This design comes from an exercise in tuning for small area and few clock cycles on the open sky130 flow, not from production work.
Where RTL was checked, it was by simulation tests only, not by an equivalence proof against the original.
Only the layout flow was run in runs 3 and 4; the RTL was not checked for function there.
Power figures rest on the tool's default switching activity, not on a simulated workload.

File: design/flow/run.sh
#!/bin/bash
# synth_recipe.tcl (not shown) runs the flow's synth.tcl, then flattens the netlist and writes it again
# the make line also repeats each setting of config.mk as NAME=value (left out here)
make -C /OpenROAD-flow-scripts/flow DESIGN_CONFIG=/design/flow/config.mk WORK_HOME=/design/flow/orfs CLKGATE_MAP_FILE= SYNTH_SCRIPT=/design/flow/synth_recipe.tcl finish
File: design/flow/config.mk
export PLATFORM = sky130hd
export DESIGN_NAME = tracker_dropout_extrapolator
export DESIGN_NICKNAME = tracker_dropout_extrapolator
export VERILOG_FILES = /design/flow/design.v
export SDC_FILE = /design/flow/constraint.sdc
export NUM_CORES = 4
export LEC_CHECK = 0
export CAP_MARGIN = 20
export CORE_MARGIN = 2
export CORE_UTILIZATION = 65
export CTS_BUF_LIST = sky130_fd_sc_hd__clkbuf_4 sky130_fd_sc_hd__clkbuf_8
export SLEW_MARGIN = 20
File: design/flow/constraint.sdc
create_clock -name core_clock -period 12.0 [get_ports {clk}]
set_input_delay 2.4000 -clock core_clock [delete_from_list [all_inputs] [get_ports {clk}]]
set_output_delay 2.4000 -clock core_clock [all_outputs]
set_load 0.01 [all_outputs]
File: design/flow/design.v
`timescale 1ns / 1ps
package tde_pkg;
  localparam int NUM_TRACKERS = 5;
  localparam int COORD_W      = 32;
  localparam int TRK_W        = 3;
  localparam int CNT_W        = 8;
  localparam int FILL_W       = 2;
  localparam int DIFF_W       = COORD_W + 1;
  localparam int SUM_W        = DIFF_W + CNT_W + 1;
  typedef logic signed [COORD_W-1:0] coord_t;
  localparam coord_t COORD_MAX = {1'b0, {(COORD_W-1){1'b1}}};
  localparam coord_t COORD_MIN = {1'b1, {(COORD_W-1){1'b0}}};
endpackage
`timescale 1ns / 1ps
module tde_ram #(
  parameter int WIDTH = 32
) (
  input  logic             clk,
  input  logic             meas_we,
  input  logic [WIDTH-1:0] meas,
  input  logic             rep_we,
  input  logic [WIDTH-1:0] rep,
  output logic [WIDTH-1:0] newest,
  output logic [WIDTH-1:0] older,
  output logic [WIDTH-1:0] shown
);
  logic [WIDTH-1:0] new_r;
  logic [WIDTH-1:0] old_r;
  logic [WIDTH-1:0] shown_r;
  always_ff @(posedge clk) begin
    if (meas_we) begin
      new_r <= meas;
      old_r <= new_r;
    end
    if (rep_we) begin
      shown_r <= rep;
    end
  end
  assign newest = new_r;
  assign older  = old_r;
  assign shown  = shown_r;
endmodule
`timescale 1ns / 1ps
module tde_update (
  input  logic                      clk,
  input  logic                      rst_n,
  input  logic                      accept,
  input  logic [tde_pkg::TRK_W-1:0] tracker,
  input  logic                      measured_ok,
  input  logic [tde_pkg::CNT_W-1:0] max_dropout,
  output logic [tde_pkg::NUM_TRACKERS-1:0] hit,
  output logic                      extrap,
  output logic [2:0]                mode
);
  localparam int NT = tde_pkg::NUM_TRACKERS;
  logic [tde_pkg::FILL_W-1:0] fill_r [NT];
  logic [tde_pkg::CNT_W-1:0]  lost_r [NT];
  logic [tde_pkg::FILL_W-1:0] fill_sel;
  logic [tde_pkg::CNT_W-1:0]  lost_sel;
  logic [tde_pkg::CNT_W-1:0]  lost_inc;
  logic                       in_range;
  always_comb begin
    fill_sel = '0;
    lost_sel = '0;
    for (int t = 0; t < NT; t++) begin
      hit[t] = tracker == tde_pkg::TRK_W'(t);
      if (hit[t]) begin
        fill_sel = fill_r[t];
        lost_sel = lost_r[t];
      end
    end
  end
  assign in_range = |hit;
  assign extrap   = in_range && !measured_ok && (max_dropout != '0) &&
                    fill_sel[1] && (lost_sel < max_dropout);
  assign lost_inc = lost_sel + tde_pkg::CNT_W'(1);
  assign mode[0]  = in_range && measured_ok;
  assign mode[1]  = extrap;
  assign mode[2]  = in_range && !measured_ok && !extrap && (fill_sel != '0);
  always_ff @(posedge clk) begin
    for (int t = 0; t < NT; t++) begin
      if (!rst_n) begin
        fill_r[t] <= '0;
      end else if (accept && hit[t] && measured_ok) begin
        fill_r[t] <= {fill_r[t][1] | fill_r[t][0], ~(fill_r[t][1] | fill_r[t][0])};
      end
    end
  end
  always_ff @(posedge clk) begin
    for (int t = 0; t < NT; t++) begin
      if (accept && hit[t] && (measured_ok || extrap)) begin
        lost_r[t] <= measured_ok ? '0 : lost_inc;
      end
    end
  end
endmodule
`timescale 1ns / 1ps
module tde_extrap (
  input  logic [tde_pkg::COORD_W-1:0] newest,
  input  logic [tde_pkg::COORD_W-1:0] older,
  input  logic [tde_pkg::COORD_W-1:0] shown,
  input  logic [2:0]                  mode,
  output logic [tde_pkg::COORD_W-1:0] pos
);
  localparam int CW = tde_pkg::COORD_W;
  localparam int SW = CW + 2;
  logic [SW-1:0] sum;
  logic [CW-1:0] ext;
  assign sum = {{2{shown[CW-1]}}, shown} + {{2{newest[CW-1]}}, newest} -
               {{2{older[CW-1]}}, older};
  always_comb begin
    if (sum[SW-1:CW-1] == '0 || sum[SW-1:CW-1] == '1) begin
      ext = sum[CW-1:0];
    end else if (sum[SW-1]) begin
      ext = tde_pkg::COORD_MIN;
    end else begin
      ext = tde_pkg::COORD_MAX;
    end
  end
  assign pos = ({CW{mode[0]}} & newest) | ({CW{mode[1]}} & ext) | ({CW{mode[2]}} & shown);
endmodule
`timescale 1ns / 1ps
module tracker_dropout_extrapolator (
  input  logic        clk,
  input  logic        rst_n,
  input  logic        in_valid,
  output logic        in_ready,
  input  logic [2:0]  in_tracker_id,
  input  logic        in_measured_ok,
  input  logic [31:0] in_meas_x,
  input  logic [31:0] in_meas_y,
  input  logic [31:0] in_meas_z,
  output logic        out_valid,
  input  logic        out_ready,
  output logic [2:0]  out_tracker,
  output logic        out_valid_pose,
  output logic        out_extrapolated,
  output logic [31:0] out_rep_x,
  output logic [31:0] out_rep_y,
  output logic [31:0] out_rep_z,
  input  logic        cfg_valid,
  output logic        cfg_ready,
  input  logic [7:0]  cfg_max_dropout_frames
);
  localparam int NT = tde_pkg::NUM_TRACKERS;
  localparam int CW = tde_pkg::COORD_W;
  logic [tde_pkg::CNT_W-1:0] max_drop_r;
  logic                      accept;
  logic                      take;
  logic [NT-1:0]             hit;
  logic                      extrap;
  logic [2:0]                mode;
  logic                      out_v_r;
  logic [tde_pkg::TRK_W-1:0] out_trk_r;
  logic [NT-1:0]             out_sel_r;
  logic [2:0]                out_mode_r;
  logic [CW-1:0] new_x [NT];
  logic [CW-1:0] new_y [NT];
  logic [CW-1:0] new_z [NT];
  logic [CW-1:0] old_x [NT];
  logic [CW-1:0] old_y [NT];
  logic [CW-1:0] old_z [NT];
  logic [CW-1:0] shw_x [NT];
  logic [CW-1:0] shw_y [NT];
  logic [CW-1:0] shw_z [NT];
  logic [CW-1:0] sel_new_x, sel_new_y, sel_new_z;
  logic [CW-1:0] sel_old_x, sel_old_y, sel_old_z;
  logic [CW-1:0] sel_shw_x, sel_shw_y, sel_shw_z;
  logic [CW-1:0] pos_x, pos_y, pos_z;
  assign cfg_ready = 1'b1;
  assign in_ready  = !out_v_r || out_ready;
  assign accept    = in_valid && in_ready;
  assign take      = out_v_r && out_ready;
  always_ff @(posedge clk) begin
    if (!rst_n) begin
      max_drop_r <= '0;
    end else if (cfg_valid) begin
      max_drop_r <= cfg_max_dropout_frames;
    end
  end
  tde_update u_update (
    .clk         (clk),
    .rst_n       (rst_n),
    .accept      (accept),
    .tracker     (in_tracker_id),
    .measured_ok (in_measured_ok),
    .max_dropout (max_drop_r),
    .hit         (hit),
    .extrap      (extrap),
    .mode        (mode)
  );
  for (genvar t = 0; t < NT; t++) begin : g_trk
    logic meas_we;
    logic rep_we;
    assign meas_we = accept && hit[t] && in_measured_ok;
    assign rep_we  = take && out_sel_r[t];
    tde_ram #(.WIDTH(CW)) u_hx (.clk(clk), .meas_we(meas_we), .meas(in_meas_x),
                                .rep_we(rep_we), .rep(pos_x),
                                .newest(new_x[t]), .older(old_x[t]), .shown(shw_x[t]));
    tde_ram #(.WIDTH(CW)) u_hy (.clk(clk), .meas_we(meas_we), .meas(in_meas_y),
                                .rep_we(rep_we), .rep(pos_y),
                                .newest(new_y[t]), .older(old_y[t]), .shown(shw_y[t]));
    tde_ram #(.WIDTH(CW)) u_hz (.clk(clk), .meas_we(meas_we), .meas(in_meas_z),
                                .rep_we(rep_we), .rep(pos_z),
                                .newest(new_z[t]), .older(old_z[t]), .shown(shw_z[t]));
  end
  always_ff @(posedge clk) begin
    if (!rst_n) begin
      out_v_r <= 1'b0;
    end else begin
      out_v_r <= accept || (out_v_r && !out_ready);
    end
  end
  always_ff @(posedge clk) begin
    if (accept) begin
      out_trk_r  <= in_tracker_id;
      out_sel_r  <= hit;
      out_mode_r <= mode;
    end
  end
  always_comb begin
    sel_new_x = '0; sel_new_y = '0; sel_new_z = '0;
    sel_old_x = '0; sel_old_y = '0; sel_old_z = '0;
    sel_shw_x = '0; sel_shw_y = '0; sel_shw_z = '0;
    for (int t = 0; t < NT; t++) begin
      sel_new_x = sel_new_x | ({CW{out_sel_r[t]}} & new_x[t]);
      sel_new_y = sel_new_y | ({CW{out_sel_r[t]}} & new_y[t]);
      sel_new_z = sel_new_z | ({CW{out_sel_r[t]}} & new_z[t]);
      sel_old_x = sel_old_x | ({CW{out_sel_r[t]}} & old_x[t]);
      sel_old_y = sel_old_y | ({CW{out_sel_r[t]}} & old_y[t]);
      sel_old_z = sel_old_z | ({CW{out_sel_r[t]}} & old_z[t]);
      sel_shw_x = sel_shw_x | ({CW{out_sel_r[t]}} & shw_x[t]);
      sel_shw_y = sel_shw_y | ({CW{out_sel_r[t]}} & shw_y[t]);
      sel_shw_z = sel_shw_z | ({CW{out_sel_r[t]}} & shw_z[t]);
    end
  end
  tde_extrap u_ex (.newest(sel_new_x), .older(sel_old_x), .shown(sel_shw_x),
                   .mode(out_mode_r), .pos(pos_x));
  tde_extrap u_ey (.newest(sel_new_y), .older(sel_old_y), .shown(sel_shw_y),
                   .mode(out_mode_r), .pos(pos_y));
  tde_extrap u_ez (.newest(sel_new_z), .older(sel_old_z), .shown(sel_shw_z),
                   .mode(out_mode_r), .pos(pos_z));
  assign out_valid        = out_v_r;
  assign out_tracker      = out_trk_r;
  assign out_valid_pose   = out_mode_r[0] | out_mode_r[1];
  assign out_extrapolated = out_mode_r[1];
  assign out_rep_x        = pos_x;
  assign out_rep_y        = pos_y;
  assign out_rep_z        = pos_z;
endmodule
==> impl_metrics.csv, run 1 <==
group,metric,value,unit
critical_path,crit_family,"compound AO/OA/AOI/OAI gates",
clocking,h-tree-depth,4,
floorplanning,rows,116,
finish,area_growth,12.9,%
sta,period_minus_slack,11520,ps
min_path,hp-class,"reg -> reg",
power,p_per_area,175,nW/um^2
critical_path,crit_start,"out_sel_r[1]",
critical_path,rr_startpoint,"out_sel_r[1]",
clocking,tritoncts,"built",
sta,fin_ws,477,ps
critical_path,cp.required,9600,ps
sta,hold_viol_final,0,
yosys,synth_nets,4772,
yosys,yosysTopAreaCell,"edfxtp_1",
route,drtIter0Drc,5030,
finish,multi_input_area,18500,sq um
yosys,synthesis.area,65100,sq um
placed_design,port-buffer-count,215,
flow_run,cap_violations,0,
route,vias_per_cell,6.65,
global_routing,grt_pass1_vias,41300,
critical_path,crit_path_end_kind,"output pin",
critical_path,worst-path-buf-inv,3,
sta,max_slew_margin,23.4,%
yosys,synth_seq_area_share,69.4,%
finish,nets,5058,
global_routing,track_usage,30.4,%
power,ir_worst_vdd,0.147,mV
clocking,cts.sink_count,1510,
route,dr_total_vias,41500,
placed_design,hpwl,95.2,mm
yosys,ys_warn_count,15,
clocking,root_buffer,"clkbuf_8",
clocking,cts_hold_buf,0,
floorplanning,core,99700,sq um
route,wl_per_cell,25.2,um
status,status,"complete, no violations",
sta,maxSlewViolCount,0,
finish,layout_commonest_cell,"edfxtp_1",
floorplanning,dieWidth,320,um
sta,fin_hold_ws,438,ps
global_routing,antenna_found_initial,13,
yosys,syn_avg_cell_area,14.6,sq um
sta,rsz0062_at_grt,"no",
global_routing,grt_max_degree,149,
yosys,ys_ff_latch,1510,
sta,fin_skew,36.0,ps
yosys,synthFlopType,"edfxtp_1",
finish,final_cell_mix,"edfxtp_1, nand2_1, a22oi_1",
yosys,synth-edff-count,1491,
clocking,insertion_delay,910,ps
power,p_total,12800,uW
critical_path,crit_arrival,9120,ps
floorplanning,die_area,103000,sq um
route,drc,0,
critical_path,critPathLaunchType,"register",
route,firstDrtPassIters,8,
floorplanning,initial_core_util,65.3,%
finish,final_layout_size_suffix_gt1_share,10.2,%
yosys,ys_types,92,
floorplanning,die_y,320,um
critical_path,cp_slowest_stage_delay,670,ps
sta,fmax,86.8,MHz
sta,setup_tns,0,ps
clocking,cts_buffers,226,
floorplanning,pin_count,217,
finish,regArea,45200,sq um
sta,period_share,96.0,%
critical_path,path_class,"reg -> out",
yosys,ys_async_sr_fraction,0,%
placed_design,gp_congestion,0.895,
yosys,synth_area_leaders,"edfxtp_1, a222oi_1, ha_1",
clocking,clockBufferDepth,3,
clocking,path_clk_slew,60,ps
clocking,post_cts_buffers,0,
yosys,syn-instance-count,4450,
sta,max_slew.worst_pin.slew,1150,ps
critical_path,crit_slowest_cell,"clkdlybuf4s50_1",
finish,fillers,6348,
placed_design,post-place-ws,1390,ps
sta,setup_viol,0,
critical_path,crit_fanout,89,
finish,final-instance-count-excl-fill,6234,
min_path,min-delay-start,"g_trk[0].u_hz.new_r[27]",
global_routing,grt_overflow,0,
placed_design,dp_cells,5806,
power,power.leakage,0.0253,uW
route,detail-route-antenna-nets,0,
route,drt_wl_total,157,mm
global_routing,grt_pass1_wl,239,mm
yosys,yosysTopAreaCellShare,68.8,%
clocking,cts-resized-gates,0,
[through the flow]
step                instance area, sq um  util, %
finish                             73400     73.7
global route                       73400     73.6
CTS                                73400     73.6
detailed placement                 68800     69.0
global placement                   68800     69.0
floorplan                          65100        -
[power by group]
part | internal (uW) | leakage, uW | switching (uW)
combinational | 1020 | 0.00930 | 1640
clock | 2240 | 0.00240 | 1910
sequential | 5990 | 0.0136 | 30.2
[final timing paths]
kind	to	slack, ps	cells past startpoint
hold reg to reg	g_trk[0].u_hz.old_r[27]	440	0
setup reg to reg	g_trk[4].u_hz.shown_r[13]	4130	25
hold / removal	g_trk[0].u_hz.old_r[27]	440	0
setup / recovery	out_rep_z[13]	480	26
[registers in the layout, summed over array words and instances, names as in the netlist, 160 cells and up]
signal and cells:
g_trk.u_hx.new_r 160, g_trk.u_hx.old_r 160, g_trk.u_hx.shown_r 160, g_trk.u_hy.new_r 160
g_trk.u_hy.old_r 160, g_trk.u_hy.shown_r 160, g_trk.u_hz.new_r 160, g_trk.u_hz.old_r 160
g_trk.u_hz.shown_r 160
[cells by family after synthesis]
logic type / synth area share, %
flip-flops: 69.4
AO/OA/AOI/OAI: 16.1
AND/OR/NAND/NOR: 5.27
buffers and inverters: 2.45
adder cells (fa/ha/maj): 4.09
XOR/XNOR: 2.13
multiplexers: 0.581
other: 0.00576
[cell usage after synthesis (7+ instances only)]
cell / instances
edfxtp_1: 1491
nand2_1: 331
a22oi_1: 296
a222oi_1: 288
ha_1: 203
a21oi_1: 185
inv_1: 181
clkbuf_1: 177
nor2_1: 173
o21ai_0: 150
xnor2_1: 105
a221oi_1: 101
a21o_1: 68
xor2_1: 53
nor2b_1: 52
nor3_1: 40
buf_1: 39
nand3_1: 38
a211oi_1: 30
o21a_1: 30
and3_1: 29
o21bai_1: 29
o21ai_1: 25
a211o_1: 22
o211ai_1: 21
a31oi_1: 19
dfxtp_1: 19
mux2i_1: 18
nand2b_1: 16
nand4_1: 15
or3_1: 13
and2_1: 11
o31a_1: 11
o31ai_1: 10
or2_2: 10
a21boi_0: 9
and4_1: 8
a221o_1: 7
buf_2: 7
mux4_2: 7
o2111ai_1: 7
[metal layers]
metal,track usage [%],up-vias,part of all wire [%]
li1,-,18700,-
met1,43.1,20600,42
met2,49.0,1864,47
met3,5.66,227,8.6
met4,8.41,16,2.1
met5,0,-,0.066
[area by class of cell]
class	count	area share, %
Sequential cell	1510	61.5
Clock inverter	106	1.04
Inverter	182	0.930
Timing Repair Buffer	288	4.00
Multi-Input combinational cell	2528	25.1
Tap cell	1298	2.21
Clock buffer	315	5.17
Antenna cell	7	0.0239
Testbench counts, summed over its fixed seeds: cycles 12,016.
==> run 2: changes to the inputs <==
--- a/design/flow/config.mk
+++ b/design/flow/config.mk
@@ -7,6 +7,5 @@
 export LEC_CHECK = 0
 export CAP_MARGIN = 20
 export CORE_MARGIN = 2
-export CORE_UTILIZATION = 65
-export CTS_BUF_LIST = sky130_fd_sc_hd__clkbuf_4 sky130_fd_sc_hd__clkbuf_8
+export CORE_UTILIZATION = 40
 export SLEW_MARGIN = 20
==> run 2 against run 1 <==
Against the previous run:
- via count down 1.7%
- clock skew decreased by 1.3 ps
- global-route usage shrank 11 points
- cell count is 12% higher
- largest power group unchanged
- highest routed layer unchanged
==> impl_metrics.csv, run 2 <==
group,metric,value,unit
yosys,syn-instance-count,4450,
yosys,yosysTopAreaCell,"edfxtp_1",
sta,hold_viol_final,0,
sta,period_minus_slack,11460,ps
yosys,synthFlopType,"edfxtp_1",
critical_path,crit_fanout,53,
finish,fin_util,46.4,%
power,ir_worst_vdd,0.150,mV
route,detail-route-antenna-nets,0,
route,vias_per_cell,5.82,
critical_path,cp.required,9600,ps
finish,final-instance-count-excl-fill,7005,
clocking,root_buffer,"clkbuf_16",
finish,area_growth,15.6,%
placed_design,place_area,70000,sq um
yosys,ys_top_cells_by_count,"edfxtp_1, nand2_1, a22oi_1",
sta,fmax,87.3,MHz
yosys,synth-edff-count,1491,
clocking,cts.sink_count,1510,
sta,period_share,95.5,%
placed_design,hpwl,106,mm
floorplanning,core,162000,sq um
yosys,ys_async_sr_fraction,0,%
critical_path,rr_startpoint,"out_sel_r[1]",
route,dr_total_vias,40800,
status,status,"complete, no violations",
clocking,tritoncts,"built",
critical_path,path_class,"reg -> out",
flow_run,cap_violations,0,
critical_path,crit_start,"out_sel_r[3]",
global_routing,grt_pass1_vias,40500,
placed_design,post-place-ws,1060,ps
yosys,syn_avg_cell_area,14.6,sq um
yosys,ys_warn_count,15,
clocking,cts_buffers,160,
yosys,ys_types,92,
global_routing,use_met3,4.50,%
min_path,min-delay-start,"g_trk[0].u_hx.new_r[19]",
clocking,clockBufferDepth,3,
route,drc,0,
global_routing,grt_overflow,0,
floorplanning,die_y,407,um
critical_path,crit_path_end_kind,"output pin",
floorplanning,die_area,166000,sq um
critical_path,crit_arrival,9060,ps
yosys,synth_area_leaders,"edfxtp_1, a222oi_1, ha_1",
placed_design,gp_congestion,0.844,
yosys,synthMostInstantiatedCell,"edfxtp_1",
route,drtIter0Drc,4735,
sta,setup_viol,0,
clocking,h-tree-depth,4,
route,firstDrtPassIters,9,
yosys,ys_ff_latch,1510,
global_routing,antenna_found_initial,29,
sta,max_slew_margin,27.2,%
yosys,synthesis.area,65100,sq um
sta,fin_hold_ws,430,ps
floorplanning,dieWidth,407,um
power,p_per_area,180,nW/um^2
placed_design,dp_cells,6705,
global_routing,grt_pass1_wl,253,mm
min_path,hp-class,"reg -> reg",
finish,fillers,14200,
clocking,path_clk_slew,60,ps
power,power.leakage,0.0255,uW
finish,finish.instance_area,75200,sq um
critical_path,crit_slowest_cell,"clkdlybuf4s50_1",
finish,final_layout_size_suffix_gt1_share,8.11,%
floorplanning,rows,148,
finish,layout_commonest_cell,"edfxtp_1",
sta,max_slew.worst_pin.slew,1090,ps
sta,rsz0062_at_grt,"yes",
clocking,insertion_delay,800,ps
critical_path,critPathLaunchType,"register",
clocking,cts_hold_buf,0,
sta,fin_ws,540,ps
sta,maxSlewViolCount,0,
yosys,yosysTopAreaCellShare,68.8,%
global_routing,use_met1,27.0,%
global_routing,grt_max_degree,148,
floorplanning,initial_core_util,40.1,%
route,wl_per_cell,24.0,um
critical_path,cp_slowest_stage_delay,700,ps
finish,nets,5017,
global_routing,track_usage,19.8,%
global_routing,top_usage_layer,"met2",
floorplanning,pin_count,217,
yosys,synth_seq_area_share,69.4,%
global_routing,use_met2,31.7,%
yosys,synth_nets,4772,
finish,final_cell_mix,"edfxtp_1, nand2_1, a22oi_1",
route,drt_wl_total,168,mm
placed_design,port-buffer-count,215,
sta,fin_skew,34.7,ps
run 2: cell counts after synthesis:
Identical to the previous run, type by type.
run 2: stage by stage:
stage	power (uW)	TNS (ps)
6_report	13600	0
3_3_place_gp	8800	0
2_1_floorplan	7910	-17480
3_5_place_dp	8820	0
4_1_cts	13600	0
5_1_grt	14100	-42.8
run 2: final cells by class:
type / count / area (sq um) / area share (%)
antenna: 6 / 15.0 / 0.0200
clock buffer: 199 / 4250 / 5.64
clock inverter: 92 / 882 / 1.17
inverter: 182 / 683 / 0.908
multi-input combinational: 2528 / 18400 / 24.5
sequential: 1510 / 45200 / 60.0
tap: 2175 / 2720 / 3.62
timing repair buffer: 313 / 3090 / 4.11
run 2: repair_timing:
item	in CTS	in global routing
setup buffers	0	3
gates resized for setup	0	22
endpoints found under the setup margin	0	50
run 2: metal layers:
metal | share of wire [%] | wire length, um
met1 | 44 | 73200
met4 | 2.3 | 3950
met2 | 47 | 79200
met3 | 7.0 | 11800
met5 | 0.082 | 138
run 2: cells by family after synthesis:
logic type      after synthesis  share of synthesized area (%)
flops                      1510                           69.4
compound gates             1375                           16.1
simple gates                757                           5.27
buf+inv                     412                           2.45
fa+ha+maj                   209                           4.09
xor+xnor                    158                           2.13
mux                          28                          0.581
other cells                   1                        0.00576
run 2: final timing paths:
check / endpoint / slack [ps] / cells after the start
setup / recovery: out_rep_z[2] / 540 / 28
hold / removal: g_trk[0].u_hx.old_r[19] / 430 / 0
setup reg to reg: g_trk[0].u_hx.shown_r[29] / 4130 / 25
hold reg to reg: g_trk[0].u_hx.old_r[19] / 430 / 0
run 2: where the power goes:
part | switching (uW) | leakage (uW) | internal (uW) | total [uW]
sequential | 27.4 | 0.0136 | 5990 | 6020
combinational | 1680 | 0.00941 | 1050 | 2730
clock | 2020 | 0.00249 | 2780 | 4800
total | 3730 | 0.0255 | 9820 | 13600
run 2: worst max-delay path, delay by kind of cell, from the launching register on:
kind	cells	cell delay (ps)
AOI/OAI and AO/OA	12	3090
buffers and inverters	5	2050
and+or+nand+nor	7	1710
adders and majority gates	2	640
DFF	1	370
muxes	1	170
xor gates and xnor gates	1	140
==> run 3: changes to the inputs <==
--- a/design/flow/design.v
+++ b/design/flow/design.v
@@ -104,10 +104,34 @@
 );
   localparam int CW = tde_pkg::COORD_W;
   localparam int SW = CW + 2;
+  function automatic logic [SW-1:0] bk_add(input logic [SW-1:0] a, input logic [SW-1:0] b);
+    logic [SW-1:0] g, p, h;
+    g = a & b;
+    p = a ^ b;
+    h = p;
+    for (int l = 0; (1 << l) < SW; l++) begin
+      for (int i = (2 << l) - 1; i < SW; i += (2 << l)) begin
+        g[i] = g[i] | (p[i] & g[i - (1 << l)]);
+        p[i] = p[i] & p[i - (1 << l)];
+      end
+    end
+    for (int l = $clog2(SW) - 2; l >= 0; l--) begin
+      for (int i = 3 * (1 << l) - 1; i < SW; i += (2 << l)) begin
+        g[i] = g[i] | (p[i] & g[i - (1 << l)]);
+        p[i] = p[i] & p[i - (1 << l)];
+      end
+    end
+    bk_add = h ^ {g[SW-2:0], 1'b0};
+  endfunction
   logic [SW-1:0] sum;
   logic [CW-1:0] ext;
-  assign sum = {{2{shown[CW-1]}}, shown} + {{2{newest[CW-1]}}, newest} -
-               {{2{older[CW-1]}}, older};
+  logic [SW-1:0] csa_a, csa_b, csa_c, csa_s, csa_k;
+  assign csa_a = {{2{shown[CW-1]}}, shown};
+  assign csa_b = {{2{newest[CW-1]}}, newest};
+  assign csa_c = ~{{2{older[CW-1]}}, older};
+  assign csa_s = csa_a ^ csa_b ^ csa_c;
+  assign csa_k = (csa_a & csa_b) | (csa_a & csa_c) | (csa_b & csa_c);
+  assign sum   = bk_add(csa_s, {csa_k[SW-2:0], 1'b1});
   always_comb begin
     if (sum[SW-1:CW-1] == '0 || sum[SW-1:CW-1] == '1) begin
       ext = sum[CW-1:0];
--- a/design/flow/config.mk
+++ b/design/flow/config.mk
@@ -7,5 +7,8 @@
 export LEC_CHECK = 0
 export CAP_MARGIN = 20
 export CORE_MARGIN = 2
-export CORE_UTILIZATION = 40
+export CORE_UTILIZATION = 65
+export CTS_BUF_LIST = sky130_fd_sc_hd__clkbuf_8 sky130_fd_sc_hd__clkbuf_16
+export CTS_CLUSTER_DIAMETER = 60
+export CTS_CLUSTER_SIZE = 20
 export SLEW_MARGIN = 20
==> run 3 against run 2 <==
Against the previous run:
- sequential share of layout area increased by 5.4 points
- wire length is 12% lower
- critical endpoint is now out_rep_x[0]
- clock power fell by 23%
- core utilization rose by 27 points
- combinational power down 23%
- still clean
- critical path depth is 8 lower
- fmax increased by 3.0%
==> impl_metrics.csv, run 3 <==
group,metric,value,unit
status,status,"complete, no violations",
route,vias_per_cell,6.71,
yosys,synth-edff-count,1491,
global_routing,grt_pass1_wl,225,mm
critical_path,critical_path.most_common_cell,"o21ai_0",
yosys,syn-instance-count,3850,
yosys,syn_avg_cell_area,16.1,sq um
sta,setup_viol,0,
route,detail-route-antenna-nets,0,
power,intPower,8640,uW
power,power_switching,3170,uW
power,power_frac_clock,31.1,%
floorplanning,core,94700,sq um
placed_design,place_area,65600,sq um
clocking,post_cts_buffers,0,
power,swShare,26.9,%
clocking,tritoncts,"built",
sta,rsz0062_at_grt,"no",
clocking,cts_hold_buf,0,
floorplanning,die_area,97800,sq um
clocking,path_clk_slew,80,ps
finish,fillers,5907,
power,pwr-share-comb,17.9,%
yosys,synthesis.area,61900,sq um
yosys,synth_seq_area_share,72.9,%
yosys,yosysTopAreaCellShare,72.3,%
floorplanning,rows,113,
sta,max_slew.worst_pin.slew,1110,ps
yosys,synth_nets,4196,
floorplanning,initial_core_util,65.4,%
finish,regArea,45200,sq um
critical_path,crit_fanout,69,
critical_path,crit_slowest_cell,"clkdlybuf4s50_1",
yosys,ys_types,64,
yosys,synth_area_leaders,"edfxtp_1, a222oi_1, fa_1",
floorplanning,die_y,313,um
clocking,h-tree-depth,3,
finish,area_growth,11.5,%
floorplanning,dieWidth,313,um
critical_path,crit_arrival,8720,ps
critical_path,path_class,"reg -> out",
sta,hold_viol_final,0,
critical_path,cp.required,9600,ps
sta,max_slew_margin,25.7,%
yosys,ys_warn_count,15,
finish,finish.instance_area,69000,sq um
critical_path,crit_path_end_kind,"output pin",
route,dr_total_vias,36000,
power,power.leakage,0.0235,uW
sta,fin_hold_ws,442,ps
placed_design,gp_congestion,0.829,
yosys,synthFlopType,"edfxtp_1",
route,drc,0,
sta,maxSlewViolCount,0,
min_path,hp-class,"reg -> reg",
critical_path,cp_slowest_stage_delay,760,ps
power,seq_power_share,51.0,%
finish,layout_commonest_cell,"edfxtp_1",
sta,period_share,92.7,%
yosys,yosysTopAreaCell,"edfxtp_1",
placed_design,hpwl,85.5,mm
finish,final_cell_mix,"edfxtp_1, nand2_1, a222oi_1",
global_routing,antenna_found_initial,13,
clocking,clockBufferDepth,3,
clocking,insertion_delay,710,ps
route,firstDrtPassIters,10,
placed_design,port-buffer-count,215,
route,drt_wl_total,149,mm
global_routing,track_usage,30.4,%
clocking,cts_buffers,105,
sta,fmax,89.9,MHz
route,wl_per_cell,27.7,um
finish,multi_input_area,15200,sq um
finish,final_layout_size_suffix_gt1_share,6.44,%
power,p_per_area,171,nW/um^2
clocking,cts.sink_count,1510,
global_routing,grt_max_degree,140,
sta,period_minus_slack,11120,ps
flow_run,cap_violations,0,
yosys,ys_top_cells_by_count,"edfxtp_1, nand2_1, a222oi_1",
critical_path,path_cells,"buf_12, buf_4, a222oi_1, and3_1, fa_1, inv_1, ha_1, and4_1, a221oi_1, o21ai_0, nor4_1, o21ai_0, a221oi_1, a211o_1, fa_1, o21ai_1, buf_4, nand2_1, o21ai_0, clkdlybuf4s50_1",
critical_path,critPathLaunchType,"register",
power,ir_worst_vdd,0.144,mV
yosys,ys_async_sr_fraction,0,%
yosys,ys_ff_latch,1510,
route,drtIter0Drc,4777,
clocking,root_buffer,"clkbuf_16",
sta,fin_skew,31.4,ps
floorplanning,pin_count,217,
finish,nets,4371,
global_routing,grt_pass1_vias,37500,
clocking,cts-resized-gates,0,
yosys,synthMostInstantiatedCell,"edfxtp_1",
global_routing,grt_overflow,0,
==> run 3: cells by family (layout without fill, tap and decap cells) <==
family / count (synthesis) / in the layout / share of synthesized area, %
xor+xnor: 84 / 84 / 1.19
fa+ha+maj: 242 / 242 / 6.38
other cells: 1 / 5 / 0.00606
buf+inv: 424 / 674 / 2.61
simple gates: 778 / 778 / 5.72
compound gates: 788 / 788 / 10.6
mux: 23 / 23 / 0.552
flops: 1510 / 1510 / 72.9
==> run 3: through the flow <==
stage	cells	total power, uW	worst slack, ps	TNS [ps]	utilization, %
after floorplan	3850	7410	-113	-14970	-
after CTS	5365	11800	859	0	72.9
after global placement	5183	8170	1900	0	69.2
after global routing	5366	12200	342	0	72.9
final	5369	11800	876	0	72.9
after detailed placement	5183	8230	1700	0	69.2
==> run 3: layer usage <==
| layer | vias up | share of wire [%] | GRT usage, % |
|---|---|---|---|
| met5 | - | 0.071 | 0 |
| met4 | 16 | 2.1 | 7.35 |
| met3 | 208 | 8.4 | 4.80 |
| met2 | 1772 | 50 | 51.5 |
| met1 | 18400 | 39 | 42.1 |
| li1 | 15600 | - | - |
==> run 3: cell type report <==
class                           instances  share of cell area [%]
Multi-Input combinational cell       1916                    22.0
Clock buffer                          108                    3.91
Clock inverter                         74                    1.13
Timing Repair Buffer                  276                    4.03
Tap cell                             1265                    2.29
Sequential cell                      1510                    65.4
Inverter                              216                    1.17
Antenna cell                            4                  0.0145
==> run 3: power by group through the flow <==
stage	logic, uW	registers, uW	clock network (uW)
final	2110	6020	3680
after floorplan	1270	6140	0
after CTS	2110	6020	3720
after global routing	2310	6030	3900
after detailed placement	2090	6140	0
after global placement	2030	6130	0
==> run 3: path summary, 6_finish.rpt <==
| check | start | endpoint | slack, ps | cells after the start |
|---|---|---|---|---|
| max reg2reg | out_sel_r[1] | g_trk[3].u_hx.shown_r[0] | 4450 | 19 |
| min | g_trk[3].u_hy.new_r[28] | g_trk[3].u_hy.old_r[28] | 440 | 0 |
| min reg2reg | g_trk[3].u_hy.new_r[28] | g_trk[3].u_hy.old_r[28] | 440 | 0 |
| max | out_sel_r[1] | out_rep_x[0] | 880 | 20 |
==> run 3: worst max-delay path: cells and delay by family (launching register included) <==
family | cells | cell delay, ps
AO/OA/AOI/OAI | 8 | 2410
buffers and inverters | 5 | 1910
AND/OR/NAND/NOR | 4 | 1630
adder cells (fa/ha/maj) | 3 | 1290
flip-flops | 1 | 700
==> run 4: changes to the inputs <==
--- a/design/flow/config.mk
+++ b/design/flow/config.mk
@@ -8,7 +8,7 @@
 export CAP_MARGIN = 20
 export CORE_MARGIN = 2
 export CORE_UTILIZATION = 65
-export CTS_BUF_LIST = sky130_fd_sc_hd__clkbuf_8 sky130_fd_sc_hd__clkbuf_16
-export CTS_CLUSTER_DIAMETER = 60
-export CTS_CLUSTER_SIZE = 20
+export CTS_BUF_LIST = sky130_fd_sc_hd__clkbuf_8
+export CTS_CLUSTER_DIAMETER = 45
+export CTS_CLUSTER_SIZE = 16
 export SLEW_MARGIN = 20
==> run 4 against run 3 <==
Against the previous run:
- fmax decreased by 1.6%
- wire length is 0.24% higher
- first-iteration DRC count down 0.38%
- via count increased by 0.84%
- critical endpoint unchanged
- largest power group unchanged
- clock skew rose by 11 ps
- synthesized cell count did not move
- critical path type unchanged
- sequential power hardly changed
- clock power fell by 8.2%
- cell count rose by 1.5%
==> impl_metrics.csv, run 4 <==
group,metric,value,unit
power,power.leakage,0.0235,uW
yosys,ys_ff_latch,1510,
flow_run,cap_violations,0,
route,firstDrtPassIters,10,
yosys,ys_top_cells_by_count,"edfxtp_1, nand2_1, a222oi_1",
power,p_per_area,167,nW/um^2
global_routing,grt_overflow,0,
placed_design,hpwl,85.5,mm
critical_path,critPathLaunchType,"register",
sta,max_slew_margin,24.6,%
finish,nets,4410,
clocking,insertion_delay,850,ps
finish,final_layout_size_suffix_gt1_share,7.95,%
yosys,yosysTopAreaCell,"edfxtp_1",
finish,layout_commonest_cell,"edfxtp_1",
critical_path,cp.required,9600,ps
yosys,ys_types,64,
clocking,cts-resized-gates,0,
sta,setup_viol,0,
min_path,hp-class,"reg -> reg",
sta,hold_viol_final,0,
floorplanning,initial_core_util,65.4,%
clocking,root_buffer,"clkbuf_8",
route,drc,0,
route,drtIter0Drc,4759,
global_routing,grt_max_degree,140,
placed_design,post-place-ws,1700,ps
clocking,path_clk_slew,90,ps
sta,period_share,94.2,%
yosys,yosysTopAreaCellShare,72.3,%
global_routing,grt_pass1_wl,226,mm
floorplanning,die_area,97800,sq um
yosys,synth-edff-count,1491,
route,vias_per_cell,6.67,
yosys,ys_async_sr_fraction,0,%
placed_design,port-buffer-count,215,
yosys,synth_area_leaders,"edfxtp_1, a222oi_1, fa_1",
route,detail-route-antenna-nets,0,
yosys,synth_nets,4196,
critical_path,crit_arrival,8910,ps
sta,maxSlewViolCount,0,
yosys,synthFlopType,"edfxtp_1",
route,wl_per_cell,27.3,um
critical_path,crit_fanout,69,
yosys,synth_seq_area_share,72.9,%
critical_path,path_class,"reg -> out",
route,drt_wl_total,149,mm
critical_path,rr_startpoint,"out_sel_r[1]",
floorplanning,die_y,313,um
clocking,cts_hold_buf,0,
floorplanning,rows,113,
sta,rsz0062_at_grt,"no",
clocking,cts_buffers,144,
finish,final_cell_mix,"edfxtp_1, nand2_1, a222oi_1",
yosys,synthMostInstantiatedCell,"edfxtp_1",
global_routing,track_usage,30.6,%
sta,fin_ws,691,ps
clocking,tritoncts,"built",
yosys,syn_avg_cell_area,16.1,sq um
power,ir_worst_vdd,0.122,mV
critical_path,rrSetupSlack,4390,ps
clocking,post_cts_buffers,0,
critical_path,crit_start,"out_sel_r[1]",
sta,fin_skew,42.7,ps
placed_design,gp_congestion,0.829,
finish,area_growth,11.0,%
critical_path,crit_path_end_kind,"output pin",
yosys,ys_warn_count,15,
floorplanning,pin_count,217,
clocking,h-tree-depth,4,
floorplanning,dieWidth,313,um
sta,period_minus_slack,11310,ps
clocking,clockBufferDepth,3,
yosys,syn-instance-count,3850,
sta,max_slew.worst_pin.slew,1130,ps
floorplanning,core,94700,sq um
min_path,min-delay-start,"g_trk[3].u_hz.new_r[4]",
global_routing,grt_pass1_vias,37900,
global_routing,antenna_found_initial,13,
clocking,cts.sink_count,1510,
status,status,"complete, no violations",
yosys,synthesis.area,61900,sq um
finish,finish.instance_area,68800,sq um
placed_design,place_area,65600,sq um
route,dr_total_vias,36300,
sta,fmax,88.4,MHz
[run 4: final timing paths]
check | endpoint | cells past startpoint
setup / recovery | out_rep_x[0] | 20
hold / removal | g_trk[3].u_hz.old_r[4] | 0
setup reg to reg | g_trk[3].u_hx.shown_r[0] | 19
hold reg to reg | g_trk[3].u_hz.old_r[4] | 0
[run 4: area by class of cell]
type | count | area (sq um)
Antenna cell | 6 | 15.0
Clock buffer | 158 | 2170
Clock inverter | 102 | 1010
Fill cell | 5987 | 26000
Inverter | 216 | 811
Multi-Input combinational cell | 1916 | 15200
Sequential cell | 1510 | 45200
Tap cell | 1265 | 1580
Timing Repair Buffer | 276 | 2790
[run 4: layer usage]
metal / track usage [%] / part of all wire, %
met5: 0 / 0.061
met4: 8.92 / 2.3
met3: 5.19 / 8.7
met2: 51.4 / 50
met1: 41.8 / 39
[run 4: critical path, cell delays in order (launching register included)]
cell,delay (ps)
edfxtp_1,700
buf_12,410
buf_4,400
a222oi_1,140
and3_1,210
fa_1,560
inv_1,60
ha_1,280
and4_1,220
a221oi_1,270
o21ai_0,210
nor4_1,530
o21ai_0,320
a221oi_1,370
a211o_1,210
fa_1,440
o21ai_1,160
buf_4,280
nand2_1,690
o21ai_0,760
clkdlybuf4s50_1,760
[run 4: logic make-up after synthesis]
kind of cell | share of synthesized area (%)
other | 0.00606
AOI/OAI and AO/OA | 10.6
muxes | 0.552
buffers and inverters | 2.61
adders and majority gates | 6.38
xor gates and xnor gates | 1.19
DFF | 72.9
and+or+nand+nor | 5.72
[run 4: per-stage QoR]
step                      TNS (ps)  hold slack [ps]  util, %  instances  total power, uW
after global routing             0              433     72.6       5447            12000
after CTS                        0              431     72.6       5443            11600
after floorplan             -14970              426        -       3850             7410
after detailed placement         0              433     69.2       5183             8230
final                            0              433     72.6       5449            11500
after global placement           0              427     69.2       5183             8170
[run 4: power by group]
group	total (uW)	internal, uW	switching, uW
Clock	3380	1560	1810
Sequential	6020	5990	31.6
Combinational	2120	793	1330
==> run 5: changes to the inputs <==
--- a/design/flow/design.v
+++ b/design/flow/design.v
@@ -99,7 +99,6 @@
   input  logic [tde_pkg::COORD_W-1:0] newest,
   input  logic [tde_pkg::COORD_W-1:0] older,
   input  logic [tde_pkg::COORD_W-1:0] shown,
-  input  logic [2:0]                  mode,
   output logic [tde_pkg::COORD_W-1:0] pos
 );
   localparam int CW = tde_pkg::COORD_W;
@@ -141,7 +140,7 @@
       ext = tde_pkg::COORD_MAX;
     end
   end
-  assign pos = ({CW{mode[0]}} & newest) | ({CW{mode[1]}} & ext) | ({CW{mode[2]}} & shown);
+  assign pos = ext;
 endmodule
 `timescale 1ns / 1ps
 module tracker_dropout_extrapolator (
@@ -242,28 +241,29 @@
       out_mode_r <= mode;
     end
   end
+  logic [NT-1:0] use_new, use_old, use_shw;
+  assign use_new = out_sel_r & {NT{out_mode_r[0] | out_mode_r[1]}};
+  assign use_old = out_sel_r & {NT{out_mode_r[1]}};
+  assign use_shw = out_sel_r & {NT{out_mode_r[1] | out_mode_r[2]}};
   always_comb begin
     sel_new_x = '0; sel_new_y = '0; sel_new_z = '0;
     sel_old_x = '0; sel_old_y = '0; sel_old_z = '0;
     sel_shw_x = '0; sel_shw_y = '0; sel_shw_z = '0;
     for (int t = 0; t < NT; t++) begin
-      sel_new_x = sel_new_x | ({CW{out_sel_r[t]}} & new_x[t]);
-      sel_new_y = sel_new_y | ({CW{out_sel_r[t]}} & new_y[t]);
-      sel_new_z = sel_new_z | ({CW{out_sel_r[t]}} & new_z[t]);
-      sel_old_x = sel_old_x | ({CW{out_sel_r[t]}} & old_x[t]);
-      sel_old_y = sel_old_y | ({CW{out_sel_r[t]}} & old_y[t]);
-      sel_old_z = sel_old_z | ({CW{out_sel_r[t]}} & old_z[t]);
-      sel_shw_x = sel_shw_x | ({CW{out_sel_r[t]}} & shw_x[t]);
-      sel_shw_y = sel_shw_y | ({CW{out_sel_r[t]}} & shw_y[t]);
-      sel_shw_z = sel_shw_z | ({CW{out_sel_r[t]}} & shw_z[t]);
-    end
-  end
-  tde_extrap u_ex (.newest(sel_new_x), .older(sel_old_x), .shown(sel_shw_x),
-                   .mode(out_mode_r), .pos(pos_x));
-  tde_extrap u_ey (.newest(sel_new_y), .older(sel_old_y), .shown(sel_shw_y),
-                   .mode(out_mode_r), .pos(pos_y));
-  tde_extrap u_ez (.newest(sel_new_z), .older(sel_old_z), .shown(sel_shw_z),
-                   .mode(out_mode_r), .pos(pos_z));
+      sel_new_x = sel_new_x | ({CW{use_new[t]}} & new_x[t]);
+      sel_new_y = sel_new_y | ({CW{use_new[t]}} & new_y[t]);
+      sel_new_z = sel_new_z | ({CW{use_new[t]}} & new_z[t]);
+      sel_old_x = sel_old_x | ({CW{use_old[t]}} & old_x[t]);
+      sel_old_y = sel_old_y | ({CW{use_old[t]}} & old_y[t]);
+      sel_old_z = sel_old_z | ({CW{use_old[t]}} & old_z[t]);
+      sel_shw_x = sel_shw_x | ({CW{use_shw[t]}} & shw_x[t]);
+      sel_shw_y = sel_shw_y | ({CW{use_shw[t]}} & shw_y[t]);
+      sel_shw_z = sel_shw_z | ({CW{use_shw[t]}} & shw_z[t]);
+    end
+  end
+  tde_extrap u_ex (.newest(sel_new_x), .older(sel_old_x), .shown(sel_shw_x), .pos(pos_x));
+  tde_extrap u_ey (.newest(sel_new_y), .older(sel_old_y), .shown(sel_shw_y), .pos(pos_y));
+  tde_extrap u_ez (.newest(sel_new_z), .older(sel_old_z), .shown(sel_shw_z), .pos(pos_z));
   assign out_valid        = out_v_r;
   assign out_tracker      = out_trk_r;
   assign out_valid_pose   = out_mode_r[0] | out_mode_r[1];
==> run 5 against run 4 <==
Against the previous run:
- still clean
- wire length increased by 2.0%
- critical path depth increased by 3
- die area decreased by 1.8%
- critical endpoint is now out_rep_x[2]
- largest power group unchanged
==> impl_metrics.csv, run 5 <==
group,metric,value,unit
yosys,yosysTopAreaCell,"edfxtp_1",
floorplanning,initial_core_util,65.3,%
power,p_per_area,212,nW/um^2
global_routing,grt_overflow,0,
yosys,synth-edff-count,1491,
yosys,synth_seq_area_share,74.3,%
flow_run,cap_violations,0,
route,drtIter0Drc,4971,
yosys,synthFlopType,"edfxtp_1",
yosys,ys_warn_count,15,
clocking,insertion_delay,870,ps
yosys,yosysTopAreaCellShare,73.7,%
status,status,"complete, no violations",
sta,fin_skew,43.2,ps
placed_design,port-buffer-count,215,
sta,fmax,88.9,MHz
clocking,clockBufferDepth,3,
finish,final_cell_mix,"edfxtp_1, inv_1, nand2_1",
yosys,synthMostInstantiatedCell,"edfxtp_1",
clocking,post_cts_buffers,0,
route,drc,0,
floorplanning,die_area,96000,sq um
floorplanning,rows,112,
placed_design,hpwl,88.9,mm
global_routing,antenna_found_initial,17,
power,ir_worst_vdd,0.217,mV
sta,setup_tns,0,ps
route,dr_total_vias,34700,
sta,setup_viol,0,
min_path,hp-class,"reg -> reg",
clocking,cts-resized-gates,0,
clocking,root_buffer,"clkbuf_8",
floorplanning,core,93000,sq um
critical_path,crit_arrival,8850,ps
clocking,h-tree-depth,4,
finish,area_growth,11.5,%
yosys,syn_avg_cell_area,16.4,sq um
finish,fin_util,72.8,%
global_routing,grt_max_degree,155,
yosys,ys_ff_latch,1510,
clocking,cts_buffers,144,
finish,final_layout_size_suffix_gt1_share,8.64,%
sta,rsz0062_at_grt,"no",
yosys,ys_top_cells_by_count,"edfxtp_1, inv_1, nand2_1",
clocking,tritoncts,"built",
floorplanning,pin_count,217,
yosys,ys_types,57,
critical_path,cp.required,9600,ps
critical_path,crit_path_end_kind,"output pin",
global_routing,grt_pass1_wl,222,mm
global_routing,track_usage,32.0,%
route,vias_per_cell,6.54,
sta,period_share,93.8,%
yosys,ys_async_sr_fraction,0,%
route,firstDrtPassIters,8,
yosys,synthesis.area,60800,sq um
placed_design,gp_congestion,0.879,
yosys,synth_nets,4059,
route,drt_wl_total,152,mm
sta,max_slew_margin,20.7,%
power,power.leakage,0.0236,uW
clocking,cts_hold_buf,0,
clocking,cts.sink_count,1510,
sta,period_minus_slack,11250,ps
route,wl_per_cell,28.6,um
finish,nets,4295,
sta,hold_viol_final,0,
floorplanning,die_y,310,um
global_routing,grt_pass1_vias,34900,
finish,layout_commonest_cell,"edfxtp_1",
critical_path,critPathLaunchType,"register",
sta,max_slew.worst_pin.slew,1190,ps
critical_path,crit_fanout,43,
sta,maxSlewViolCount,0,
critical_path,path_class,"reg -> out",
clocking,path_clk_slew,90,ps
yosys,syn-instance-count,3701,
yosys,synth_area_leaders,"edfxtp_1, fa_1, a22oi_1",
route,detail-route-antenna-nets,0,
floorplanning,dieWidth,310,um
[run 5: power breakdown]
part	total, uW	switching, uW	leakage [uW]	internal (uW)
clock	3440	1830	0.00165	1610
combinational	4180	2610	0.00825	1570
sequential	6770	61.6	0.0137	6710
total	14400	4510	0.0236	9890
[run 5: final timing paths]
path	from	endpoint	slack [ps]	depth (start not counted)
setup reg to reg	out_mode_r[1]	g_trk[0].u_hx.shown_r[2]	4350	22
setup / recovery	out_mode_r[1]	out_rep_x[2]	750	23
hold reg to reg	g_trk[3].u_hy.new_r[24]	g_trk[3].u_hy.old_r[24]	430	0
hold / removal	g_trk[3].u_hy.new_r[24]	g_trk[3].u_hy.old_r[24]	430	0
[run 5: metrics by stage]
stage	power, uW	setup WS (ps)	instances	hold WS [ps]	cell area [sq um]
2_1_floorplan	8980	-132	3701	425	60800
6_report	14400	747	5311	431	67800
3_5_place_dp	11000	1770	5045	433	64500
5_1_grt	15000	348	5311	441	67800
4_1_cts	14400	810	5306	440	67800
3_3_place_gp	10900	2000	5044	427	64500
[run 5: area by class of cell]
| class | count | area (sq um) |
|---|---|---|
| clock buffer | 156 | 2150 |
| inverter | 337 | 1260 |
| tap | 1254 | 1570 |
| fill | 5857 | 25300 |
| timing repair buffer | 279 | 2730 |
| multi-input combinational | 1665 | 13800 |
| antenna | 5 | 12.5 |
| clock inverter | 105 | 1110 |
| sequential | 1510 | 45200 |
[run 5: logic make-up (layout without fill, tap and decap cells)]
kind of cell | after synthesis | after routing | share of synthesized area, %
DFF | 1510 | 1510 | 74.3
muxes | 23 | 23 | 0.550
and+or+nand+nor | 543 | 543 | 3.98
xor gates and xnor gates | 51 | 51 | 0.735
adders and majority gates | 245 | 245 | 6.86
AOI/OAI and AO/OA | 802 | 802 | 10.2
other | 1 | 6 | 0.00617
buffers and inverters | 526 | 877 | 3.34
[run 5: per-layer routing]
metal,global-route usage [%],wire [um],up-vias
li1,-,-,14900
met1,44.6,58300,17600
met2,51.8,74700,1901
met3,5.82,14300,305
met4,10.5,4470,18
met5,0,103,-
[run 5: critical path, cell delays in order, from the launching register on]
cell and delay [ps]:
edfxtp_1 510, nor2_1 90, buf_4 190, nor2b_4 760, buf_4 780, a222oi_1 250
inv_1 100, a221oi_1 60, fa_1 600, inv_1 50, ha_1 300, nand4_1 220
nor2_1 100, a211oi_1 640, o21a_1 220, a21oi_1 110, o21ai_0 340, nand2_1 130
fa_1 460, xor2_1 330, a21oi_2 100, buf_4 230, o21ai_0 690, clkdlybuf4s50_1 680
Testbench counts of run 5, summed over its fixed seeds: cycles 12,016.
==> run 6: changes to the inputs <==
==> design/flow/flow/run.sh (new file) <==
#!/bin/bash
set -o pipefail
cp standard.sh standard_sh_copy.log 2>/dev/null
export BUFFER_PORTS_ARGS="-buffer_cell sky130_fd_sc_hd__buf_1"
bash standard.sh finish > standard.log 2>&1
==> design/flow/standard.sh (new file) <==
#!/bin/bash
# synth_recipe.tcl (not shown) runs the flow's synth.tcl, then flattens the netlist and writes it again
# the make line also repeats each setting of config.mk as NAME=value (left out here)
make -C /OpenROAD-flow-scripts/flow DESIGN_CONFIG=/design/flow/config.mk WORK_HOME=/design/flow/orfs CLKGATE_MAP_FILE= SYNTH_SCRIPT=/design/flow/synth_recipe.tcl "${@:-finish}"
removed: design/flow/run.sh
==> run 6 against run 5 <==
Against the previous run:
- fmax grew 1.6%
- highest routed layer unchanged
- first-iteration DRC count is 7.7% lower
- area after synthesis stayed put
- wire length fell by 1.7%
- die area did not move
- register-to-register slack got worse by 320 ps
- clock skew up 6.4 ps
- count of clock-buffer cells in the layout is 5 lower
- worst setup slack improved by 180 ps
- synthesized cell count is the same
- non-clock buffer count is 3 lower
==> impl_metrics.csv, run 6 <==
group,metric,value,unit
placed_design,gp_congestion,0.874,
yosys,ys_types,57,
sta,rsz0062_at_grt,"no",
global_routing,track_usage,31.5,%
min_path,hp-class,"reg -> reg",
critical_path,crit_fanout,28,
power,power.leakage,0.0230,uW
placed_design,port-buffer-count,215,
clocking,post_cts_buffers,0,
finish,final_cell_mix,"edfxtp_1, inv_1, nand2_1",
finish,area_growth,9.24,%
clocking,h-tree-depth,4,
yosys,ys_warn_count,15,
finish,fin_util,71.4,%
clocking,cts-resized-gates,0,
global_routing,grt_pass1_wl,219,mm
yosys,synth_area_leaders,"edfxtp_1, fa_1, a22oi_1",
floorplanning,core,93000,sq um
clocking,tritoncts,"built",
yosys,synthesis.area,60800,sq um
yosys,ys_ff_latch,1510,
power,power_switching,4500,uW
placed_design,hpwl,87.2,mm
yosys,ys_top_cells_by_count,"edfxtp_1, inv_1, nand2_1",
critical_path,cp_slowest_stage_delay,860,ps
clocking,root_buffer,"clkbuf_8",
global_routing,antenna_found_initial,28,
yosys,synthMostInstantiatedCell,"edfxtp_1",
power,p_per_area,207,nW/um^2
route,detail-route-antenna-nets,0,
yosys,synth_seq_area_share,74.3,%
yosys,syn_avg_cell_area,16.4,sq um
global_routing,grt_overflow,0,
flow_run,cap_violations,0,
finish,final-instance-count-excl-fill,5316,
clocking,clockBufferDepth,3,
route,firstDrtPassIters,8,
floorplanning,die_area,96000,sq um
clocking,cts.sink_count,1510,
finish,layout_commonest_cell,"edfxtp_1",
power,power_frac_clock,24.6,%
route,drtIter0Drc,4587,
clocking,cts_hold_buf,0,
floorplanning,dieWidth,310,um
finish,nets,4294,
critical_path,path_class,"reg -> out",
yosys,syn-instance-count,3701,
sta,fmax,90.3,MHz
sta,hold_viol_final,0,
power,ir_worst_vdd,0.241,mV
power,pwr-share-comb,26.2,%
critical_path,critPathLaunchType,"register",
placed_design,dp_cells,5042,
power,swShare,32.7,%
critical_path,critical_path.most_common_cell,"buf_4",
power,intPower,9260,uW
yosys,ys_async_sr_fraction,0,%
sta,max_slew_margin,27.1,%
yosys,synthFlopType,"edfxtp_1",
critical_path,cp.required,9600,ps
floorplanning,die_y,310,um
global_routing,grt_max_degree,148,
critical_path,path_cells,"nor2_1, nor2b_4, buf_4, buf_4, a22oi_1, nand3_1, fa_1, ha_1, a21o_1, a21o_1, a21oi_1, and3_1, and3_1, o21ai_0, o31a_1, fa_1, o21ai_2, buf_4, o21ai_0, buf_1",
yosys,synth_nets,4059,
status,status,"complete, no violations",
critical_path,crit_slowest_cell,"nor2b_4",
floorplanning,pin_count,217,
global_routing,grt_pass1_vias,34600,
route,wl_per_cell,28.1,um
yosys,synth-edff-count,1491,
route,dr_total_vias,34700,
critical_path,crit_path_end_kind,"output pin",
yosys,yosysTopAreaCell,"edfxtp_1",
sta,period_share,92.3,%
finish,final_layout_size_suffix_gt1_share,8.61,%
yosys,yosysTopAreaCellShare,73.7,%
sta,setup_viol,0,
route,vias_per_cell,6.53,
floorplanning,rows,112,
power,seq_power_share,49.2,%
floorplanning,initial_core_util,65.3,%
route,drt_wl_total,149,mm
route,drc,0,
critical_path,crit_arrival,8680,ps
clocking,path_clk_slew,100,ps
sta,fin_skew,49.6,ps
clocking,insertion_delay,870,ps
sta,max_slew.worst_pin.slew,1090,ps
clocking,cts_buffers,146,
sta,maxSlewViolCount,0,
sta,period_minus_slack,11080,ps
## run 6: kinds of logic after synthesis
group	count (synthesis)	synth area share, %
and+or+nand+nor	543	3.98
other	1	0.00617
muxes	23	0.550
DFF	1510	74.3
AOI/OAI and AO/OA	802	10.2
adders and majority gates	245	6.86
buffers and inverters	526	3.34
xor gates and xnor gates	51	0.735
## run 6: worst max-delay path, delay by kind of cell (launching register included)
family	cells	cell delay (ps)
flops	1	500
simple gates	5	1790
buf+inv	4	1620
compound gates	8	2490
fa+ha+maj	3	1370
## run 6: through the flow
stage	hold slack, ps	power (uW)	setup WS, ps	instance area, sq um	setup TNS, ps
floorplan	425	8980	-132	60800	-21950
global placement	427	10300	2180	63100	0
detailed placement	432	10500	1790	63200	0
CTS	423	13800	789	66400	0
global route	434	14400	559	66400	0
finish	419	13800	922	66400	0
## run 6: cell type report
| type | count | area [sq um] |
|---|---|---|
| inverters | 337 | 1260 |
| diodes | 10 | 25.0 |
| repair buffers | 276 | 1420 |
| multi-input cells | 1665 | 13800 |
| flip-flops and latches | 1510 | 45200 |
| clock buffers | 151 | 2080 |
| clock inverters | 113 | 1110 |
| fillers | 6068 | 26600 |
| well taps | 1254 | 1570 |
## run 6: power by group through the flow
stage          clock (uW)  combinational [uW]  sequential [uW]
2_1_floorplan           0                2100             6880
3_3_place_gp            0                3430             6880
3_5_place_dp            0                3570             6890
4_1_cts              3430                3590             6770
5_1_grt              3620                3960             6790
6_report             3390                3600             6770
## run 6: worst paths after layout
path,startpoint,endpoint,slack [ps],cells past startpoint
worst min-delay path,g_trk[3].u_hy.new_r[9],g_trk[3].u_hy.old_r[9],420,0
worst min register to register,g_trk[3].u_hy.new_r[9],g_trk[3].u_hy.old_r[9],420,0
worst max register to register,out_mode_r[1],g_trk[3].u_hy.shown_r[7],4030,19
worst max-delay path,out_mode_r[1],out_rep_y[7],920,20
## run 6: layer usage
| layer | share of wire (%) | up-vias | GRT usage (%) |
|---|---|---|---|
| met4 | 2.4 | 34 | 9.23 |
| met1 | 39 | 17700 | 44.3 |
| li1 | - | 14900 | - |
| met5 | 0.15 | - | 0 |
| met2 | 49 | 1782 | 50.9 |
| met3 | 9.5 | 258 | 6.01 |
==> run 7: changes to the inputs <==
--- a/design/flow/config.mk
+++ b/design/flow/config.mk
@@ -9,6 +9,6 @@
 export CORE_MARGIN = 2
 export CORE_UTILIZATION = 65
 export CTS_BUF_LIST = sky130_fd_sc_hd__clkbuf_8
-export CTS_CLUSTER_DIAMETER = 45
-export CTS_CLUSTER_SIZE = 16
+export CTS_CLUSTER_DIAMETER = 50
+export CTS_CLUSTER_SIZE = 20
 export SLEW_MARGIN = 20
==> run 7 against run 6 <==
Against the previous run:
- non-clock buffer count stayed put
- register-to-register slack worse by 30 ps
- worst setup slack got worse by 52 ps
- flip-flop and latch count unchanged
- clock skew is 6.5 ps lower
- worst hold slack gained 24 ps
- count of clock-buffer cells in the layout down 1
- sequential share of layout area about the same
- cell count about the same
- combinational power hardly changed
- clock power about the same
- largest power group unchanged
- highest routed layer unchanged
==> impl_metrics.csv, run 7 <==
group,metric,value,unit
status,status,"complete, no violations",
clocking,tritoncts,"built",
clocking,post_cts_buffers,0,
critical_path,path_cells,"nor2_1, nor2b_4, buf_4, buf_4, a22oi_1, nand3_1, fa_1, ha_1, a21o_1, a21o_1, a21oi_1, and3_1, and3_1, o21ai_0, o31a_1, fa_1, o21ai_2, buf_4, o21ai_0, buf_1",
clocking,h-tree-depth,4,
finish,area_growth,9.22,%
yosys,ys_ff_latch,1510,
yosys,ys_warn_count,15,
route,drt_wl_total,149,mm
critical_path,crit_arrival,8730,ps
critical_path,critPathLaunchType,"register",
route,vias_per_cell,6.49,
global_routing,track_usage,31.4,%
route,wl_per_cell,28.1,um
yosys,ys_async_sr_fraction,0,%
clocking,clockBufferDepth,3,
placed_design,port-buffer-count,215,
route,firstDrtPassIters,6,
global_routing,grt_pass1_wl,219,mm
sta,fmax,89.8,MHz
global_routing,grt_overflow,0,
power,p_per_area,207,nW/um^2
sta,maxSlewViolCount,0,
critical_path,critical_path.most_common_cell,"buf_4",
placed_design,hpwl,87.2,mm
floorplanning,initial_core_util,65.3,%
yosys,syn-instance-count,3701,
yosys,synthMostInstantiatedCell,"edfxtp_1",
yosys,ys_top_cells_by_count,"edfxtp_1, inv_1, nand2_1",
yosys,syn_avg_cell_area,16.4,sq um
clocking,insertion_delay,870,ps
finish,multi_input_area,13800,sq um
yosys,synthFlopType,"edfxtp_1",
route,drtIter0Drc,4368,
sta,fin_skew,43.1,ps
finish,regArea,45200,sq um
clocking,cts-resized-gates,0,
yosys,synth_seq_area_share,74.3,%
critical_path,crit_family,"compound AO/OA/AOI/OAI gates",
sta,max_slew_margin,27.5,%
clocking,root_buffer,"clkbuf_8",
finish,final_layout_size_suffix_gt1_share,8.55,%
floorplanning,die_area,96000,sq um
route,detail-route-antenna-nets,0,
flow_run,cap_violations,0,
route,dr_total_vias,34500,
placed_design,gp_congestion,0.874,
yosys,synth-edff-count,1491,
global_routing,grt_max_degree,148,
floorplanning,rows,112,
floorplanning,dieWidth,310,um
sta,setup_viol,0,
finish,layout_commonest_cell,"edfxtp_1",
sta,rsz0062_at_grt,"no",
yosys,synth_area_leaders,"edfxtp_1, fa_1, a22oi_1",
critical_path,worst-path-buf-inv,4,
sta,setup_tns,0,ps
yosys,yosysTopAreaCell,"edfxtp_1",
finish,nets,4287,
yosys,synthesis.area,60800,sq um
critical_path,cp_slowest_stage_delay,890,ps
clocking,cts_buffers,139,
route,drc,0,
sta,period_share,92.7,%
min_path,hp-class,"reg -> reg",
placed_design,post-place-ws,1790,ps
critical_path,path_class,"reg -> out",
clocking,path_clk_slew,90,ps
critical_path,crit_slowest_cell,"nor2b_4",
power,ir_worst_vdd,0.177,mV
global_routing,antenna_found_initial,29,
sta,fin_ws,870,ps
floorplanning,die_y,310,um
global_routing,grt_pass1_vias,34700,
finish,final_cell_mix,"edfxtp_1, inv_1, nand2_1",
yosys,synth_nets,4059,
power,p_total,13800,uW
sta,period_minus_slack,11130,ps
power,power.leakage,0.0229,uW
yosys,yosysTopAreaCellShare,73.7,%
yosys,ys_types,57,
clocking,cts_hold_buf,0,
critical_path,crit_fanout,28,
sta,hold_viol_final,0,
critical_path,crit_path_end_kind,"output pin",
critical_path,cp.required,9600,ps
floorplanning,core,93000,sq um
finish,fillers,6079,
sta,max_slew.worst_pin.slew,1080,ps
clocking,cts.sink_count,1510,
sta,fin_hold_ws,443,ps
floorplanning,pin_count,217,
[run 7: cell counts after synthesis]
No cell type changed its count.
[run 7: where the power goes]
part	switching, uW	leakage, uW	internal, uW
clock	1850	0.00159	1520
sequential	59.1	0.0137	6710
combinational	2620	0.00767	994
[run 7: layer usage]
layer  routed length (um)  share of wire, %  GRT usage, %  vias up
met2                72900                49          50.8     1746
met3                13800               9.2          5.81      284
met5                  229              0.15             0        -
met4                 3720               2.5          9.49       34
met1                58700                39          44.4    17500
li1                     -                 -             -    14900
[run 7: kinds of logic (layout without fill, tap and decap cells)]
group | count (synthesis) | after routing | share of synthesized area (%)
AOI/OAI and AO/OA | 802 | 802 | 10.2
xor gates and xnor gates | 51 | 51 | 0.735
adders and majority gates | 245 | 245 | 6.86
buffers and inverters | 526 | 872 | 3.34
DFF | 1510 | 1510 | 74.3
muxes | 23 | 23 | 0.550
other | 1 | 12 | 0.00617
and+or+nand+nor | 543 | 543 | 3.98
[run 7: cell type report]
type	count	area share (%)
Antenna cell	11	0.0415
Timing Repair Buffer	276	2.13
Sequential cell	1510	68.0
Clock inverter	109	1.65
Inverter	337	1.91
Multi-Input combinational cell	1665	20.8
Clock buffer	150	3.11
Tap cell	1254	2.36
[run 7: through the flow]
stage,util [%],cells,cell area (sq um)
global route,71.3,5309,66400
global placement,67.9,5040,63100
finish,71.4,5312,66400
floorplan,-,3701,60800
detailed placement,67.9,5042,63200
CTS,71.3,5301,66300
[run 7: final timing paths]
path	from	depth (start not counted)	to	slack (ps)
setup / recovery	out_mode_r[1]	20	out_rep_y[8]	870
hold / removal	g_trk[0].u_hz.new_r[27]	0	g_trk[0].u_hz.old_r[27]	440
setup reg to reg	out_mode_r[1]	19	g_trk[4].u_hy.shown_r[8]	4000
hold reg to reg	g_trk[0].u_hz.new_r[27]	0	g_trk[0].u_hz.old_r[27]	440

separate check: timing with driven ports:
The flow's constraints put no driver on any port. The routed layouts listed below were extracted and timed again, unchanged, in two steps.
Step 1, drivers: a clkbuf_16 drives clk and a buf_2 each remaining input, both assumed.
Step 2 also shifts input and output timing later by t, the mid clock arrival at the registers, as if the neighbouring blocks saw the same clock.
Three values: ideal ports, drivers, drivers and shift; two values: the first two.
| run | t (ns) | slack for setup (ns) | worst hold slack (ns) | worst setup path after step 2 | clock arrival spread, ns |
|---|---|---|---|---|---|
| run 1 | 0.960 | 0.477 / 0.407 / 1.367 | 0.438 / 0.438 / 0.438 | register to output | 0.040 / 0.041 |
| run 2 | 0.854 | 0.540 / 0.466 / 1.320 | 0.430 / 0.430 / 0.430 | register to output | 0.034 / 0.034 |
| run 3 | 0.765 | 0.876 / 0.803 / 1.568 | 0.442 / 0.442 / 0.442 | register to output | 0.032 / 0.032 |
| run 4 | 0.893 | 0.691 / 0.624 / 1.517 | 0.433 / 0.433 / 0.433 | register to output | 0.042 / 0.043 |
| run 5 | 0.912 | 0.747 / 0.683 / 1.595 | 0.431 / 0.431 / 0.431 | register to output | 0.044 / 0.044 |
| run 6 | 0.914 | 0.922 / 0.856 / 1.770 | 0.419 / 0.419 / 0.419 | register to output | 0.051 / 0.051 |
| run 7 | 0.915 | 0.870 / 0.803 / 1.718 | 0.443 / 0.443 / 0.443 | register to output | 0.046 / 0.045 |
After both steps setup and hold are still met in every run listed.
